This design comes from an exercise in tuning for small area, a short achievable clock period and few clock cycles per item on the open sky130 flow, not from production work. Only simulation tests tie the RTL to the original design; equivalence was not proved. Power figures rest on the tool's default switching activity, not on a simulated workload.

===== design/flow/config.mk =====
export PLATFORM = sky130hd
export DESIGN_NAME = max_priority_queue
export DESIGN_NICKNAME = max_priority_queue
export VERILOG_FILES = /design/flow/design.v
export SDC_FILE = /design/flow/constraint.sdc
export NUM_CORES = 4
export LEC_CHECK = 0
export CAP_MARGIN = 20
export CORE_MARGIN = 2
export CORE_UTILIZATION = 30
export PLACE_DENSITY = 0.45
export SLEW_MARGIN = 20

===== design/flow/constraint.sdc =====
create_clock -name core_clock -period 5.0 [get_ports {clk_i}]
set_input_delay 1.0000 -clock core_clock [delete_from_list [all_inputs] [get_ports {clk_i}]]
set_output_delay 1.0000 -clock core_clock [all_outputs]
set_load 0.01 [all_outputs]

===== design/flow/design.v =====
`timescale 1ns / 1ps
package mpq_pkg;
  localparam int unsigned Depth    = 64;
  localparam int unsigned CntW     = $clog2(Depth + 1);
  localparam int unsigned KeyW     = 32;
  localparam int unsigned CapW     = 7;
  localparam int unsigned CountW   = 7;
  localparam int unsigned StatusW  = 2;
  localparam int unsigned OutDataW = 40;
  localparam logic [CapW-1:0]  CapReset = CapW'(64);
  localparam logic [KeyW-1:0]  SignBit  = {1'b1, {(KeyW-1){1'b0}}};
  typedef enum logic {
    OP_INSERT = 1'b0,
    OP_REMOVE = 1'b1
  } op_e;
  typedef enum logic [StatusW-1:0] {
    ST_OK    = 2'd0,
    ST_FULL  = 2'd1,
    ST_EMPTY = 2'd2
  } status_e;
  typedef struct packed {
    logic            ins;
    logic            rem;
    logic [KeyW-1:0] key;
  } cell_cmd_t;
endpackage
`timescale 1ns / 1ps
import mpq_pkg::*;
module mpq_cell (
  input  logic            clk_i,
  input  mpq_pkg::cell_cmd_t cmd_i,
  input  logic            occ_i,        
  input  logic [KeyW-1:0] prev_key_i,   
  input  logic            prev_gt_i,    
  input  logic [KeyW-1:0] next_key_i,   
  output logic [KeyW-1:0] key_o,
  output logic            gt_o
);
  logic [KeyW-1:0] key_q, key_d;
  assign gt_o  = !occ_i || (cmd_i.key > key_q);
  assign key_o = key_q;
  always_comb begin
    key_d = key_q;
    if (cmd_i.ins) begin
      if (gt_o) begin
        key_d = prev_gt_i ? prev_key_i : cmd_i.key;
      end
    end else if (cmd_i.rem) begin
      key_d = next_key_i;
    end
  end
  always_ff @(posedge clk_i) begin
    key_q <= key_d;
  end
endmodule
`timescale 1ns / 1ps
import mpq_pkg::*;
module max_priority_queue (
  input  logic                clk_i,
  input  logic                rst_ni,
  input  logic                cfg_we_i,
  input  logic [CapW-1:0]     cfg_wdata_i,
  input  logic                s_axis_tvalid,
  output logic                s_axis_tready,
  input  logic [KeyW-1:0]     s_axis_tdata,    
  input  logic                s_axis_tuser,    
  output logic                m_axis_tvalid,
  input  logic                m_axis_tready,
  output logic [OutDataW-1:0] m_axis_tdata,    
  output logic [StatusW-1:0]  m_axis_tuser     
);
  logic [CapW-1:0] cap_q;
  logic [CntW-1:0] count_q, count_d;
  logic [CntW-1:0] limit;
  logic                out_valid_q;
  logic [KeyW-1:0]     out_value_q, out_value_d;
  mpq_pkg::status_e             out_status_q, out_status_d;
  logic [CntW-1:0]     out_count_q;
  logic      accept;
  logic      is_remove;
  logic      ins_ok, rem_ok;
  mpq_pkg::cell_cmd_t cmd;
  logic [KeyW-1:0] key   [Depth];
  logic [Depth-1:0] gt;
  logic [Depth-1:0] occ;
  assign s_axis_tready = !out_valid_q || m_axis_tready;
  assign accept        = s_axis_tvalid && s_axis_tready;
  assign is_remove     = (mpq_pkg::op_e'(s_axis_tuser) == OP_REMOVE);
  always_comb begin
    if (32'(cap_q) > 32'(Depth)) begin
      limit = CntW'(Depth);
    end else begin
      limit = CntW'(cap_q);
    end
  end
  assign ins_ok = !is_remove && (count_q < limit);
  assign rem_ok = is_remove && (count_q != '0);
  assign cmd.ins = accept && ins_ok;
  assign cmd.rem = accept && rem_ok;
  assign cmd.key = s_axis_tdata ^ SignBit;
  for (genvar i = 0; i < Depth; i++) begin : g_cell
    logic [KeyW-1:0] prev_key;
    logic            prev_gt;
    logic [KeyW-1:0] next_key;
    assign occ[i] = (CntW'(i) < count_q);
    if (i == 0) begin : g_head
      assign prev_key = key[0];
      assign prev_gt  = 1'b0;
    end else begin : g_body
      assign prev_key = key[i-1];
      assign prev_gt  = gt[i-1];
    end
    if (i == Depth - 1) begin : g_tail
      assign next_key = key[i];
    end else begin : g_inner
      assign next_key = key[i+1];
    end
    mpq_cell u_cell (
      .clk_i      (clk_i),
      .cmd_i      (cmd),
      .occ_i      (occ[i]),
      .prev_key_i (prev_key),
      .prev_gt_i  (prev_gt),
      .next_key_i (next_key),
      .key_o      (key[i]),
      .gt_o       (gt[i])
    );
  end
  always_comb begin
    count_d      = count_q;
    out_value_d  = '0;
    out_status_d = ST_OK;
    if (is_remove) begin
      if (rem_ok) begin
        count_d     = count_q - CntW'(1);
        out_value_d = key[0] ^ SignBit;
      end else begin
        out_status_d = ST_EMPTY;
      end
    end else begin
      if (ins_ok) begin
        count_d = count_q + CntW'(1);
      end else begin
        out_status_d = ST_FULL;
      end
    end
  end
  always_ff @(posedge clk_i or negedge rst_ni) begin
    if (!rst_ni) begin
      cap_q       <= CapReset;
      count_q     <= '0;
      out_valid_q <= 1'b0;
    end else begin
      if (cfg_we_i) begin
        cap_q <= cfg_wdata_i;
      end
      if (accept) begin
        count_q     <= count_d;
        out_valid_q <= 1'b1;
      end else if (m_axis_tready) begin
        out_valid_q <= 1'b0;
      end
    end
  end
  always_ff @(posedge clk_i) begin
    if (accept) begin
      out_value_q  <= out_value_d;
      out_status_q <= out_status_d;
      out_count_q  <= count_d;
    end
  end
  assign m_axis_tvalid = out_valid_q;
  assign m_axis_tdata  = {1'b0, CountW'(out_count_q), out_value_q};
  assign m_axis_tuser  = out_status_q;
endmodule

===== design/flow/run.sh =====
#!/bin/bash
# synth_recipe.tcl (not shown) runs the flow's synth.tcl, then flattens the netlist and writes it again
# the make line also repeats each setting of config.mk as NAME=value (left out here)
make -C /OpenROAD-flow-scripts/flow DESIGN_CONFIG=/design/flow/config.mk WORK_HOME=/design/flow/orfs CLKGATE_MAP_FILE= SYNTH_SCRIPT=/design/flow/synth_recipe.tcl finish

==> results.txt <==
-- cells by family (layout without fill, tap and decap cells) --
| group | count (synthesis) | count (layout) | synth area share |
|---|---|---|---|
| AOI/OAI and AO/OA | 4620 | 4620 | 0.184 |
| and+or+nand+nor | 3837 | 3837 | 0.112 |
| buffers and inverters | 3361 | 3584 | 0.0806 |
| DFF | 2104 | 2104 | 0.380 |
| adders and majority gates | 2057 | 2057 | 0.155 |
| muxes | 1439 | 1439 | 0.0869 |
| xor gates and xnor gates | 7 | 7 | 0.000370 |
| other | 1 | 82 | 0.0000226 |
-- cells in the final DEF, fill, tap and decap left out, types with 103 or more instances in the layout --
master | Yosys | layout
nand3_1 | 424 | 424
ha_1 | 2057 | 2057
nand4_1 | 486 | 486
mux2i_1 | 1433 | 1433
o21ai_1 | 227 | 228
clkbuf_16 | 0 | 288
o311ai_0 | 176 | 176
a21o_1 | 492 | 492
nor4_1 | 212 | 210
nor3_1 | 229 | 229
inv_1 | 2094 | 2092
o21ai_0 | 1209 | 1155
edfxtp_1 | 2089 | 2089
nand2_1 | 1813 | 1808
nor2_1 | 252 | 249
a21oi_1 | 774 | 740
a221o_1 | 201 | 198
o211ai_1 | 523 | 523
nor2b_1 | 103 | 103
a211oi_1 | 326 | 322
a31oi_1 | 117 | 115
buf_4 | 115 | 613
buf_12 | 0 | 264
o21a_1 | 111 | 111
-- final cells by class --
| class | instances | area, um^2 | share of cell area |
|---|---|---|---|
| flip-flops and latches | 2104 | 63100 | 0.331 |
| well taps | 7287 | 9120 | 0.0478 |
| repair buffers | 965 | 10900 | 0.0572 |
| diodes | 81 | 203 | 0.00106 |
| clock buffers | 345 | 7420 | 0.0389 |
| clock inverters | 149 | 1470 | 0.00772 |
| multi-input cells | 11961 | 90500 | 0.475 |
| inverters | 2125 | 7990 | 0.0419 |
-- power by group through the flow --
stage	registers, W	clock network, W	logic (W)
6_report	0.0336	0.0208	0.0447
5_1_grt	0.0340	0.0217	0.0491
4_1_cts	0.0337	0.0212	0.0444
3_5_place_dp	0.0340	0	0.0442
3_3_place_gp	0.0340	0	0.0435
2_1_floorplan	0.0304	0	0.0294
-- flip-flops by register name (all words and copies together) (netlist names) --
signal,cells
count_q,7
g_cell.u_cell.key_q,2048
out_status_q,2
out_value_q,32
cap_q,7
out_count_q,7
out_valid_q,1
-- routing by layer --
layer / track usage / vias to the layer above / routed length (um)
met5: 0 / - / 115
met4: 0.115 / 16 / 37900
met3: 0.0376 / 1268 / 46000
met2: 0.440 / 4699 / 359000
met1: 0.311 / 70562 / 295000
li1: - / 64983 / -
-- path summary, 6_finish.rpt --
kind | endpoint | slack (ps)
max in group asynchronous | count_q[6] | 3820
worst min-delay path | cap_q[0] | 500
min in group core_clock | cap_q[0] | 510
worst min register to register | cap_q[0] | 510
worst max-delay path | g_cell[1].u_cell.key_q[18] | 510
worst max register to register | g_cell[1].u_cell.key_q[18] | 510
-- per-stage QoR --
step	hold slack, ps	setup slack, ps	util	total power (W)
6_report	502	509	0.346	0.0991
3_3_place_gp	505	1.31	0.329	0.0775
2_1_floorplan	471	40.2	-	0.0598
5_1_grt	525	602	0.346	0.105
4_1_cts	473	649	0.345	0.0992
3_5_place_dp	515	226	0.329	0.0782
-- Yosys cell counts (326+ instances only) --
cell type,count,area [um^2]
ha_1,2057,25700
edfxtp_1,2089,62700
nand3_1,424,2120
o21ai_0,1209,6050
nand4_1,486,3040
nand2_1,1813,6810
a211oi_1,326,2450
mux2i_1,1433,14300
o211ai_1,523,3930
a21o_1,492,3690
a21oi_1,774,3870
clkbuf_1,853,3200
inv_1,2094,7860
==> reports/qor.csv <==
stage,metric,value,unit
run_status,status,timing/DRC/antenna clean,
cts,Inserted Clock Buffers,282,
pwr,PD cells,520,mW/mm^2
sta,final worst-path cycle share,0.898,
sta,top achievable clock speed,0.223,GHz
pwr,sw frac,0.433,
cts,clk slew on worst S/H paths,60,ps
worst_setup_path,critical path arrival,5180,ps
pwr,P_int,0.0562,W
pwr,peak supply drop,0.000346,V
layout,area grow syn2layout,15.0,%
worst_setup_path,Crit. End Element,flip-flop,
layout,share of cells above drive strength 1,0.0874,
layout,Final Cell Area,0.191,mm^2
worst_setup_path,Crit Path Max Fanout,22,
placement,dpl cell area,0.182,mm^2
cts,Clock Sinks,2104,
sta,Final Max Tran Viols,0,
pwr,clock power share,0.210,
worst_setup_path,Critical Setup Path Class,reg -> reg,
cts,CTS tree,yes,
placement,post-DP HPWL,558000,um
cts,post_cts resized,0,
worst_setup_path,CP Buf/Inv Count,4,
route,Detail Route Antenna Nets,0,
sta,Worst-Margin Slew,1140,ps
global_route,global-route wire length before repair,1040000,um
placement,placed cells,24441,
pwr,Comb pwr share,0.451,
route,WL per Instance,29.5,um
global_route,vias in the first global route,139500,
sta,Max Clock Skew,40.9,ps
cts,CTS H-tree lvls,5,
cts,Worst-Skew Late Latency,1010,ps
sta,fin crit period,4490,ps
synth,Post-Syn Nets,19528,
sta,normalized max-slew margin,0.243,
worst_setup_path,CP top delay family,simple AND/OR/NAND/NOR gates,
pwr,sequential share of power,0.339,
route,final WL,739000,um
pwr,Sw Pwr,0.0430,W
sta,Final setup viols,0,
floorplanning,DIE WIDTH,748,um
route,Pre-antenna DRT Iters,8,
worst_setup_path,type of origin of the critical path,flip-flop,
floorplanning,Rows,273,
cts,setup bufs post-CTS,0,
layout,non-filler instance count after layout,25017,
cts,Root Buffer,clkbuf_16,
worst_setup_path,R2R cell count,10,
cts,hold_buf cts,0,
worst_setup_path,CP max-delay cell,or3_1,
cts,Clock Tree Buf Depth,4,
synth,mapped cell area,0.166,mm^2
worst_setup_path,cell-by-cell trace of the critical path,buf_12 -> or3_1 -> nor2_1 -> a2111oi_0 -> buf_4 -> o311ai_0 -> buf_4 -> o21ai_4 -> buf_4 -> o311ai_0,
placement,number of buffers added on ports,87,
synth,"EDFF count, synth",2089,
job,max_cap viols,0,
route,First DRT Iteration DRCs,13936,
synth,Post-Syn Instances,17426,
sta,final hold vios,0,
synth,synth warn,3,
worst_setup_path,crit path from,count_q[1],
floorplanning,Ports,89,
floorplanning,Die Y,748,um
worst_setup_path,Reg2Reg Launch Point,count_q[1],
synth,post-synthesis sequential area ratio,0.380,
sta,TNS Setup,0,ps
synth,mean area per synthesized cell,9.52,um^2
global_route,initial antenna violation count,69,
hold_path,worst hold path type,in -> async,
worst_setup_path,cell count along the critical path,10,
synth,count of state elements after synthesis,2104,
layout,Layout Nets,19541,
worst_setup_path,"slowest stage delay, CP",870,ps
route,vias,141528,
synth,ys async rst share,0.00713,
worst_setup_path,WP data required,5690,ps
synth,Yosys cell types,93,
global_route,GRT Residual Overflow,0,
floorplanning,starting density of the core,0.301,
placement,Routability Congestion,0.888,
global_route,GR Util All Layers,0.254,
route,# DRC,0,
floorplanning,Die Area,0.559,mm^2
worst_setup_path,cell mode on critical path,buf_4,
floorplanning,total core area,0.552,mm^2
synth,main flop type after synthesis,edfxtp_1,
pwr,P_leak,81.3,nW
route,vias per cell,5.66,
sta,RSZ-0062 raised after global routing,false,
global_route,pin count of the biggest net entering global routing,133,
layout,fill count,56497,
Testbench counts, summed over its fixed seeds: cycles 16,008, items 16,000.

==> separate check: timing with driven ports <==
The results above use ideal ports. As a check the final layout listed here was re-extracted and re-timed, cells and wires unchanged. Step 1, drivers: a clkbuf_16 drives clk_i and a buf_2 each remaining input, both assumed. Step 2, shift: input delay + t, output delay - t, t = (earliest + latest rising clock arrival at the registers) / 2. This alone moves slack from input paths to output paths. Three values: ideal ports, drivers, drivers and shift; two values: the first two.
t, ns: 1.127
setup slack, ns: 0.509 / 0.509 / 0.189
hold WS [ns]: 0.502 / 0.388 / 0.513
worst setup path after step 2: input to register
After both steps setup and hold are still met in this run. The setup slack of this run moves by 0.000 ns with the drivers and by -0.320 ns with both steps.
